This is an optimization exercise on Yosys and OpenROAD, whose aim is small area and a short achievable clock period, not a production implementation. Where RTL was checked, it was by simulation tests only, not by an equivalence proof against the original. Power figures rest on the tool's default switching activity, not on a simulated workload.

==> job 9532: inputs <==
// cpu_top
module cpu_top #(
    parameter int FRAC_BITS = 15
) (
    input  wire logic         clk,
    input  wire logic         rst_n,
    input  wire logic         in_valid,
    input  wire logic [31:0]  instruction,
    output logic              out_valid,
    output logic              instruction_fail,
    output cpu_pkg::data_t    out_0,
    output cpu_pkg::data_t    out_1,
    output cpu_pkg::data_t    out_2,
    output cpu_pkg::data_t    out_3,
    output cpu_pkg::data_t    out_4,
    output cpu_pkg::data_t    out_5
);
    logic          valid_1;
    cpu_pkg::op_t  op_1;
    logic [5:0]    rs_sel, rt_sel;
    logic [15:0]   imm;
    logic [2:0]    wr_1;
    logic [15:0]   a_1, b_1;
    logic          done;
    logic [5:0]    we;
    logic [15:0]   wd;
    inst_decoder i_decoder (
        .clk         (clk),
        .rst_n       (rst_n),
        .in_valid    (in_valid),
        .instruction (instruction),
        .valid_q     (valid_1),
        .op_q        (op_1),
        .rs_sel_q    (rs_sel),
        .rt_sel_q    (rt_sel),
        .imm_q       (imm),
        .wr_q        (wr_1)
    );
    reg_file i_regs (
        .clk              (clk),
        .rst_n            (rst_n),
        .done             (done),
        .we               (we),
        .wd               (wd),
        .rs_sel           (rs_sel),
        .rt_sel           (rt_sel),
        .imm_a            (op_1 == cpu_pkg::OP_SHL || op_1 == cpu_pkg::OP_SHR),
        .imm_b            (op_1 == cpu_pkg::OP_ADDI),
        .imm              (imm),
        .a                (a_1),
        .b                (b_1),
        .out_valid        (out_valid),
        .instruction_fail (instruction_fail),
        .out_0            (out_0),
  ...
==> module execute_stage, before the edit <==
module execute_stage (
    input  wire logic          clk,
    input  wire logic          rst_n,
    input  wire logic          valid_1,
    input  wire cpu_pkg::op_t  op_1,
    input  wire logic [2:0]    wr_1,
    input  wire logic [15:0]   a_1,
    input  wire logic [15:0]   b_1,
    output logic               done,
    output logic [5:0]         we,
    output logic [15:0]        wd
);
    localparam int K  = 6;     
    localparam int K3 = 10;    
    localparam int W  = 31 - K;
    logic [7:0] one_1, two_1, neg_1;
    for (genvar j = 0; j < 8; j++) begin : g_enc
        logic b0, b1, b2;
        if (j == 0) begin : g_first
            assign b0 = 1'b0;
        end else begin : g_rest
            assign b0 = b_1[2*j-1];
        end
        assign b1 = b_1[2*j];
        assign b2 = b_1[2*j+1];
        assign one_1[j] = b1 ^ b0;
        assign two_1[j] = (b2 & ~b1 & ~b0) | (~b2 & b1 & b0);
        assign neg_1[j] = b2;
    end
    logic          valid_2;
    cpu_pkg::op_t  op_2;
    logic [2:0]    wr_2;
    logic [15:0]   a_2;
    logic [7:0]    one_2, two_2, neg_2;
    always_ff @(posedge clk or negedge rst_n) begin
        if (!rst_n) begin
            valid_2 <= 1'b0;
        end else begin
            valid_2 <= valid_1;
        end
    end
    always_ff @(posedge clk) begin
        op_2  <= op_1;
        wr_2  <= wr_1;
        a_2   <= a_1;
        one_2 <= one_1;
        two_2 <= two_1;
        neg_2 <= neg_1;
    end
    logic [15:0] b_2;
    for (genvar j = 0; j < 8; j++) begin : g_dec
        assign b_2[2*j+1] = neg_2[j];
        if (j == 0) begin : g_first
            assign b_2[0] = one_2[0];
        end else begin : g_rest
            assign b_2[2*j] = one_2[j] ^ neg_2[j-1];
        end
    end
    logic [W-1:0]     m0, m1;
    logic [30-K3:0]   m2;
    logic             mx, mc;
    radix4_multiplier i_mult (
        .a   (a_2),
        .one (one_2),
        .two (two_2),
        .neg (neg_2),
        .r0  (m0),
        .r1  (m1),
        .r2  (m2),
        .rx  (mx),
        .cin (mc)
    );
    logic        neg_b, use_mul;
    logic [4:0]  shamt;
    logic [15:0] other, addend;
    assign neg_b   = b_2[15];
    assign shamt   = a_2[10:6];
    assign use_mul = (op_2 == cpu_pkg::OP_MULT) | ((op_2 == cpu_pkg::OP_LEAKY) & neg_b);
    always_comb begin
        case (op_2)
            cpu_pkg::OP_ADD,
            cpu_pkg::OP_ADDI:  other = a_2;
            cpu_pkg::OP_SHL:   other = b_2 << shamt;
            cpu_pkg::OP_SHR:   other = 16'($signed(b_2) >>> shamt);
            default:           other = neg_b ? 16'd0 : b_2;    
        endcase
    end
    assign addend = (op_2 == cpu_pkg::OP_ADD || op_2 == cpu_pkg::OP_ADDI) ? b_2 : 16'd0;
    logic          valid_3;
    logic [5:0]    we_3;
    logic [W-1:0]  r0_3, r1_3;
    logic [30-K3:0] r2_3;
    logic          rx_3, cin_3;
    always_ff @(posedge clk or negedge rst_n) begin
        if (!rst_n) begin
            valid_3 <= 1'b0;
            we_3    <= '0;
        end else begin
            valid_3 <= valid_2;
            for (int g = 0; g < 6; g++)
                we_3[g] <= valid_2 & (op_2 != cpu_pkg::OP_FAIL) & (wr_2 == 3'(g));
        end
    end
    always_ff @(posedge clk) begin
        r0_3  <= use_mul ? m0 : {other, {(15-K){1'b0}}};
        r1_3  <= use_mul ? m1 : {addend, {(15-K){1'b0}}};
        r2_3  <= {(31-K3){use_mul}} & m2;
        rx_3  <= use_mul & mx;
        cin_3 <= use_mul & mc;
    end
    mul_sum i_sum (
        .r0  (r0_3),
        .r1  (r1_3),
        .r2  (r2_3),
        .rx  (rx_3),
        .cin (cin_3),
        .p   (wd)
    );
    assign done = valid_3;
    assign we   = we_3;
endmodule
==> module cpu_top, before the edit <==
module cpu_top #(
    parameter int FRAC_BITS = 15
) (
    input  wire logic         clk,
    input  wire logic         rst_n,
    input  wire logic         in_valid,
    input  wire logic [31:0]  instruction,
    output logic              out_valid,
    output logic              instruction_fail,
    output cpu_pkg::data_t    out_0,
    output cpu_pkg::data_t    out_1,
    output cpu_pkg::data_t    out_2,
    output cpu_pkg::data_t    out_3,
    output cpu_pkg::data_t    out_4,
    output cpu_pkg::data_t    out_5
);
    logic          valid_1;
    cpu_pkg::op_t  op_1;
    logic [5:0]    rs_sel, rt_sel;
    logic [15:0]   imm;
    logic [2:0]    wr_1;
    logic [15:0]   a_1, b_1;
    logic          done;
    logic [5:0]    we;
    logic [15:0]   wd;
    inst_decoder i_decoder (
        .clk         (clk),
        .rst_n       (rst_n),
        .in_valid    (in_valid),
        .instruction (instruction),
        .valid_q     (valid_1),
        .op_q        (op_1),
        .rs_sel_q    (rs_sel),
        .rt_sel_q    (rt_sel),
        .imm_q       (imm),
        .wr_q        (wr_1)
    );
    reg_file i_regs (
        .clk              (clk),
        .rst_n            (rst_n),
        .done             (done),
        .we               (we),
        .wd               (wd),
        .rs_sel           (rs_sel),
        .rt_sel           (rt_sel),
        .imm_a            (op_1 == cpu_pkg::OP_SHL || op_1 == cpu_pkg::OP_SHR),
        .imm_b            (op_1 == cpu_pkg::OP_ADDI),
        .imm              (imm),
        .a                (a_1),
        .b                (b_1),
        .out_valid        (out_valid),
        .instruction_fail (instruction_fail),
        .out_0            (out_0),
        .out_1            (out_1),
        .out_2            (out_2),
        .out_3            (out_3),
        .out_4            (out_4),
        .out_5            (out_5)
    );
    execute_stage i_execute (
        .clk     (clk),
        .rst_n   (rst_n),
        .valid_1 (valid_1),
        .op_1    (op_1),
        .wr_1    (wr_1),
        .a_1     (a_1),
        .b_1     (b_1),
        .done    (done),
        .we      (we),
        .wd      (wd)
    );
endmodule
Settings: LEC_CHECK=0, CAP_MARGIN=20, CORE_MARGIN=2, CORE_UTILIZATION=55, SLEW_MARGIN=20; clock period 5.0 ns.
run.sh (not shown) runs the stock make flow with config.mk's settings and CLKGATE_MAP_FILE= SYNTH_SCRIPT=/design/flow/synth_recipe.tcl, a recipe that flattens the netlist after the stock synthesis.
==> job 4389 (differences from job 9532) <==
--- a/flow/design.v
+++ b/flow/design.v
@@ -419,2 +419,3 @@
     input  wire cpu_pkg::op_t  op_1,
+    input  wire logic [15:0]   imm_1,
     input  wire logic [2:0]    wr_1,
@@ -429,3 +430,8 @@
     localparam int W  = 31 - K;
-    logic [7:0] one_1, two_1, neg_1;
+    logic        is_shr, big;
+    logic [3:0]  m;
+    logic [7:0]  one_1, two_1, neg_1;
+    assign is_shr = (op_1 == cpu_pkg::OP_SHR);
+    assign big    = imm_1[10];
+    assign m      = ~imm_1[9:6] & {4{~big}};
     for (genvar j = 0; j < 8; j++) begin : g_enc
@@ -439,5 +445,5 @@
         assign b2 = b_1[2*j+1];
-        assign one_1[j] = b1 ^ b0;
-        assign two_1[j] = (b2 & ~b1 & ~b0) | (~b2 & b1 & b0);
-        assign neg_1[j] = b2;
+        assign one_1[j] = is_shr ? (m == 4'(2*j))   : (b1 ^ b0);
+        assign two_1[j] = is_shr ? (m == 4'(2*j+1)) : ((b2 & ~b1 & ~b0) | (~b2 & b1 & b0));
+        assign neg_1[j] = ~is_shr & b2;
     end
@@ -491,3 +497,4 @@
     assign shamt   = a_2[10:6];
-    assign use_mul = (op_2 == cpu_pkg::OP_MULT) | ((op_2 == cpu_pkg::OP_LEAKY) & neg_b);
+    assign use_mul = (op_2 == cpu_pkg::OP_MULT) | (op_2 == cpu_pkg::OP_SHR)
+                   | ((op_2 == cpu_pkg::OP_LEAKY) & neg_b);
     always_comb begin
@@ -497,3 +504,2 @@
             cpu_pkg::OP_SHL:   other = b_2 << shamt;
-            cpu_pkg::OP_SHR:   other = 16'($signed(b_2) >>> shamt);
             default:           other = neg_b ? 16'd0 : b_2;    
@@ -642,5 +648,5 @@
         .wd               (wd),
-        .rs_sel           (rs_sel),
+        .rs_sel           ((op_1 == cpu_pkg::OP_SHR) ? rt_sel : rs_sel),
         .rt_sel           (rt_sel),
-        .imm_a            (op_1 == cpu_pkg::OP_SHL || op_1 == cpu_pkg::OP_SHR),
+        .imm_a            (op_1 == cpu_pkg::OP_SHL),
         .imm_b            (op_1 == cpu_pkg::OP_ADDI),
@@ -663,2 +669,3 @@
         .op_1    (op_1),
+        .imm_1   (imm),
         .wr_1    (wr_1),
==> flow/flow/run.sh (new file) <==
#!/bin/bash
# The standard layout, with plain buffers (not delay cells) on the ports.
set -euo pipefail
bash standard.sh BUFFER_PORTS_ARGS="-buffer_cell sky130_fd_sc_hd__buf_2" finish > standard_flow.log 2>&1
==> flow/standard.sh (new file) <==
#!/bin/bash
# synth_recipe.tcl (not shown) runs the flow's synth.tcl, then flattens the netlist and writes it again
# the make line also repeats each setting of config.mk as NAME=value (left out here)
make -C /OpenROAD-flow-scripts/flow DESIGN_CONFIG=/design/flow/config.mk WORK_HOME=/design/flow/orfs CLKGATE_MAP_FILE= SYNTH_SCRIPT=/design/flow/synth_recipe.tcl "${@:-finish}"
- SETUP_SLACK_MARGIN: not set -> 1.95
removed: flow/run.sh
==> job 8147 (differences from job 9532) <==
- ABC_CLOCK_PERIOD_IN_PS: not set -> 2500
- SETUP_SLACK_MARGIN: not set -> 2.3
==> job 7888 (differences from job 9532) <==
--- a/flow/design.v
+++ b/flow/design.v
@@ -419,2 +419,3 @@
     input  wire cpu_pkg::op_t  op_1,
+    input  wire logic [15:0]   imm_1,
     input  wire logic [2:0]    wr_1,
@@ -429,3 +430,8 @@
     localparam int W  = 31 - K;
-    logic [7:0] one_1, two_1, neg_1;
+    logic        is_shr, big;
+    logic [3:0]  m;
+    logic [7:0]  one_1, two_1, neg_1;
+    assign is_shr = (op_1 == cpu_pkg::OP_SHR);
+    assign big    = imm_1[10];
+    assign m      = ~imm_1[9:6] & {4{~big}};
     for (genvar j = 0; j < 8; j++) begin : g_enc
@@ -439,5 +445,5 @@
         assign b2 = b_1[2*j+1];
-        assign one_1[j] = b1 ^ b0;
-        assign two_1[j] = (b2 & ~b1 & ~b0) | (~b2 & b1 & b0);
-        assign neg_1[j] = b2;
+        assign one_1[j] = is_shr ? (m == 4'(2*j))   : (b1 ^ b0);
+        assign two_1[j] = is_shr ? (m == 4'(2*j+1)) : ((b2 & ~b1 & ~b0) | (~b2 & b1 & b0));
+        assign neg_1[j] = ~is_shr & b2;
     end
@@ -491,3 +497,4 @@
     assign shamt   = a_2[10:6];
-    assign use_mul = (op_2 == cpu_pkg::OP_MULT) | ((op_2 == cpu_pkg::OP_LEAKY) & neg_b);
+    assign use_mul = (op_2 == cpu_pkg::OP_MULT) | (op_2 == cpu_pkg::OP_SHR)
+                   | ((op_2 == cpu_pkg::OP_LEAKY) & neg_b);
     always_comb begin
@@ -497,3 +504,2 @@
             cpu_pkg::OP_SHL:   other = b_2 << shamt;
-            cpu_pkg::OP_SHR:   other = 16'($signed(b_2) >>> shamt);
             default:           other = neg_b ? 16'd0 : b_2;    
@@ -642,5 +648,5 @@
         .wd               (wd),
-        .rs_sel           (rs_sel),
+        .rs_sel           ((op_1 == cpu_pkg::OP_SHR) ? rt_sel : rs_sel),
         .rt_sel           (rt_sel),
-        .imm_a            (op_1 == cpu_pkg::OP_SHL || op_1 == cpu_pkg::OP_SHR),
+        .imm_a            (op_1 == cpu_pkg::OP_SHL),
         .imm_b            (op_1 == cpu_pkg::OP_ADDI),
@@ -663,2 +669,3 @@
         .op_1    (op_1),
+        .imm_1   (imm),
         .wr_1    (wr_1),
- SETUP_SLACK_MARGIN: not set -> 1.95
==> flow_summary_export.csv <==
group,metric,value,unit
die,die_area,31900,µm²
critical_path,crit_slowest_cell,"fa_1",
synth,synth_commonest_cells,"a22oi_1 (187), dfxtp_1 (151), xnor2_1 (132)",
route,met2WireLength,25500,µm
synth,syn_area,16800,µm²
placed_design,pre_cts_ws,1390,ps
power,p_sw_share,21.4,%
route,dr.pass1.iters,8,
run_status,status,"no timing/DRC/antenna violations",
layout,inverters,68,
power,pg_comb,57.3,µW
sta,fin_skew,58.1,ps
# the run above: job 4389

==> flow_summary_export.csv <==
group,metric,value,unit
placed_design,pre_cts_ws,1590,ps
synth,synth_commonest_cells,"a22oi_1 (186), dfxtp_1 (151), and2_1 (135)",
power,p_sw_share,21.5,%
sta,drv_slew,0,
die,die_area,32700,µm²
critical_path,crit_slowest_cell,"fa_1",
synth,synth_area_leaders,"dfxtp_1 (18%), edfxtp_1 (17%), fa_1 (9.8%), a22oi_1 (8.1%), xnor2_1 (5.8%)",
critical_path,crit_path_end,"i_regs.regs[3][13]$_DFFE_PP_",
sta,fin_skew,13.6,ps
run_status,status,"no timing/DRC/antenna violations",
route,dr.pass1.iters,9,
route,met2WireLength,28400,µm
route,ant_nets,0,
power,pg_comb,68.9,µW
layout,inverters,73,
synth,syn_area,17200,µm²
# the run above: job 8147

==> flow_summary_export.csv <==
group,metric,value,unit
run_status,status,"no timing/DRC/antenna violations",
layout,nFillCells,2517,
power,comb_power_share,1.4,%
synth,synth_commonest_cells,"a22oi_1 (186), dfxtp_1 (151), and2_1 (135)",
power,pg_comb,65.3,µW
route,vias,14400,
layout,inverters,73,
synth,syn_area,17200,µm²
route,dr.pass1.iters,9,
placed_design,gp_congestion,0.944,
route,met2WireLength,25700,µm
cts,cts_tree,"built",
power,p_sw_share,20.1,%
die,die_area,32700,µm²
route,ant_nets,0,
# the run above: job 9532

==> flow_summary_export.csv <==
group,metric,value,unit
run_status,status,"no timing/DRC/antenna violations",
critical_path,cp-startpoint,"i_execute.r0_3[4]$_SDFF_PP0_",
power,pg_comb,72.6,µW
die,die_area,31900,µm²
placed_design,pre_cts_ws,1380,ps
route,dr.pass1.iters,9,
route,met2WireLength,26000,µm
route,vias,14100,
route,wl_met1,22400,µm
route,highest_layer,"met4",
sta,fin_skew,21.0,ps
synth,syn_area,16800,µm²
synth,synth_commonest_cells,"a22oi_1 (187), dfxtp_1 (151), xnor2_1 (132)",
# the run above: job 7888

The RTL of job 9532 and job 8147 was laid out without a check of its function.

what the ideal ports hide:
The results above use ideal ports. As a check the final layouts listed here were re-extracted and re-timed, cells and wires unchanged. Step 1 (the two cells are an assumption about what drives the block):
set clk [get_ports {clk}]
set_driving_cell -lib_cell sky130_fd_sc_hd__clkbuf_16 $clk
set_driving_cell -lib_cell sky130_fd_sc_hd__buf_2 [delete_from_list [all_inputs] $clk]
Step 2, shift: input delay + t, output delay - t, t = (earliest + latest rising clock arrival at the registers) / 2. This alone moves slack from input paths to output paths. Three values: ideal ports, drivers, drivers and shift; two values: the first two.
run | t (ns) | setup slack, ns | slew at the worst register clock pin (ns)
job 9532 | 0.603 | 1.338 / 1.338 / 1.338 | 0.06 / 0.06
job 4389 | 0.622 | 1.950 / 1.950 / 1.950 | 0.07 / 0.07
job 8147 | 0.606 | 1.893 / 1.893 / 1.893 | 0.07 / 0.07
job 7888 | 0.597 | 1.924 / 1.924 / 1.924 | 0.07 / 0.07
After both steps setup and hold are still met in every run listed.
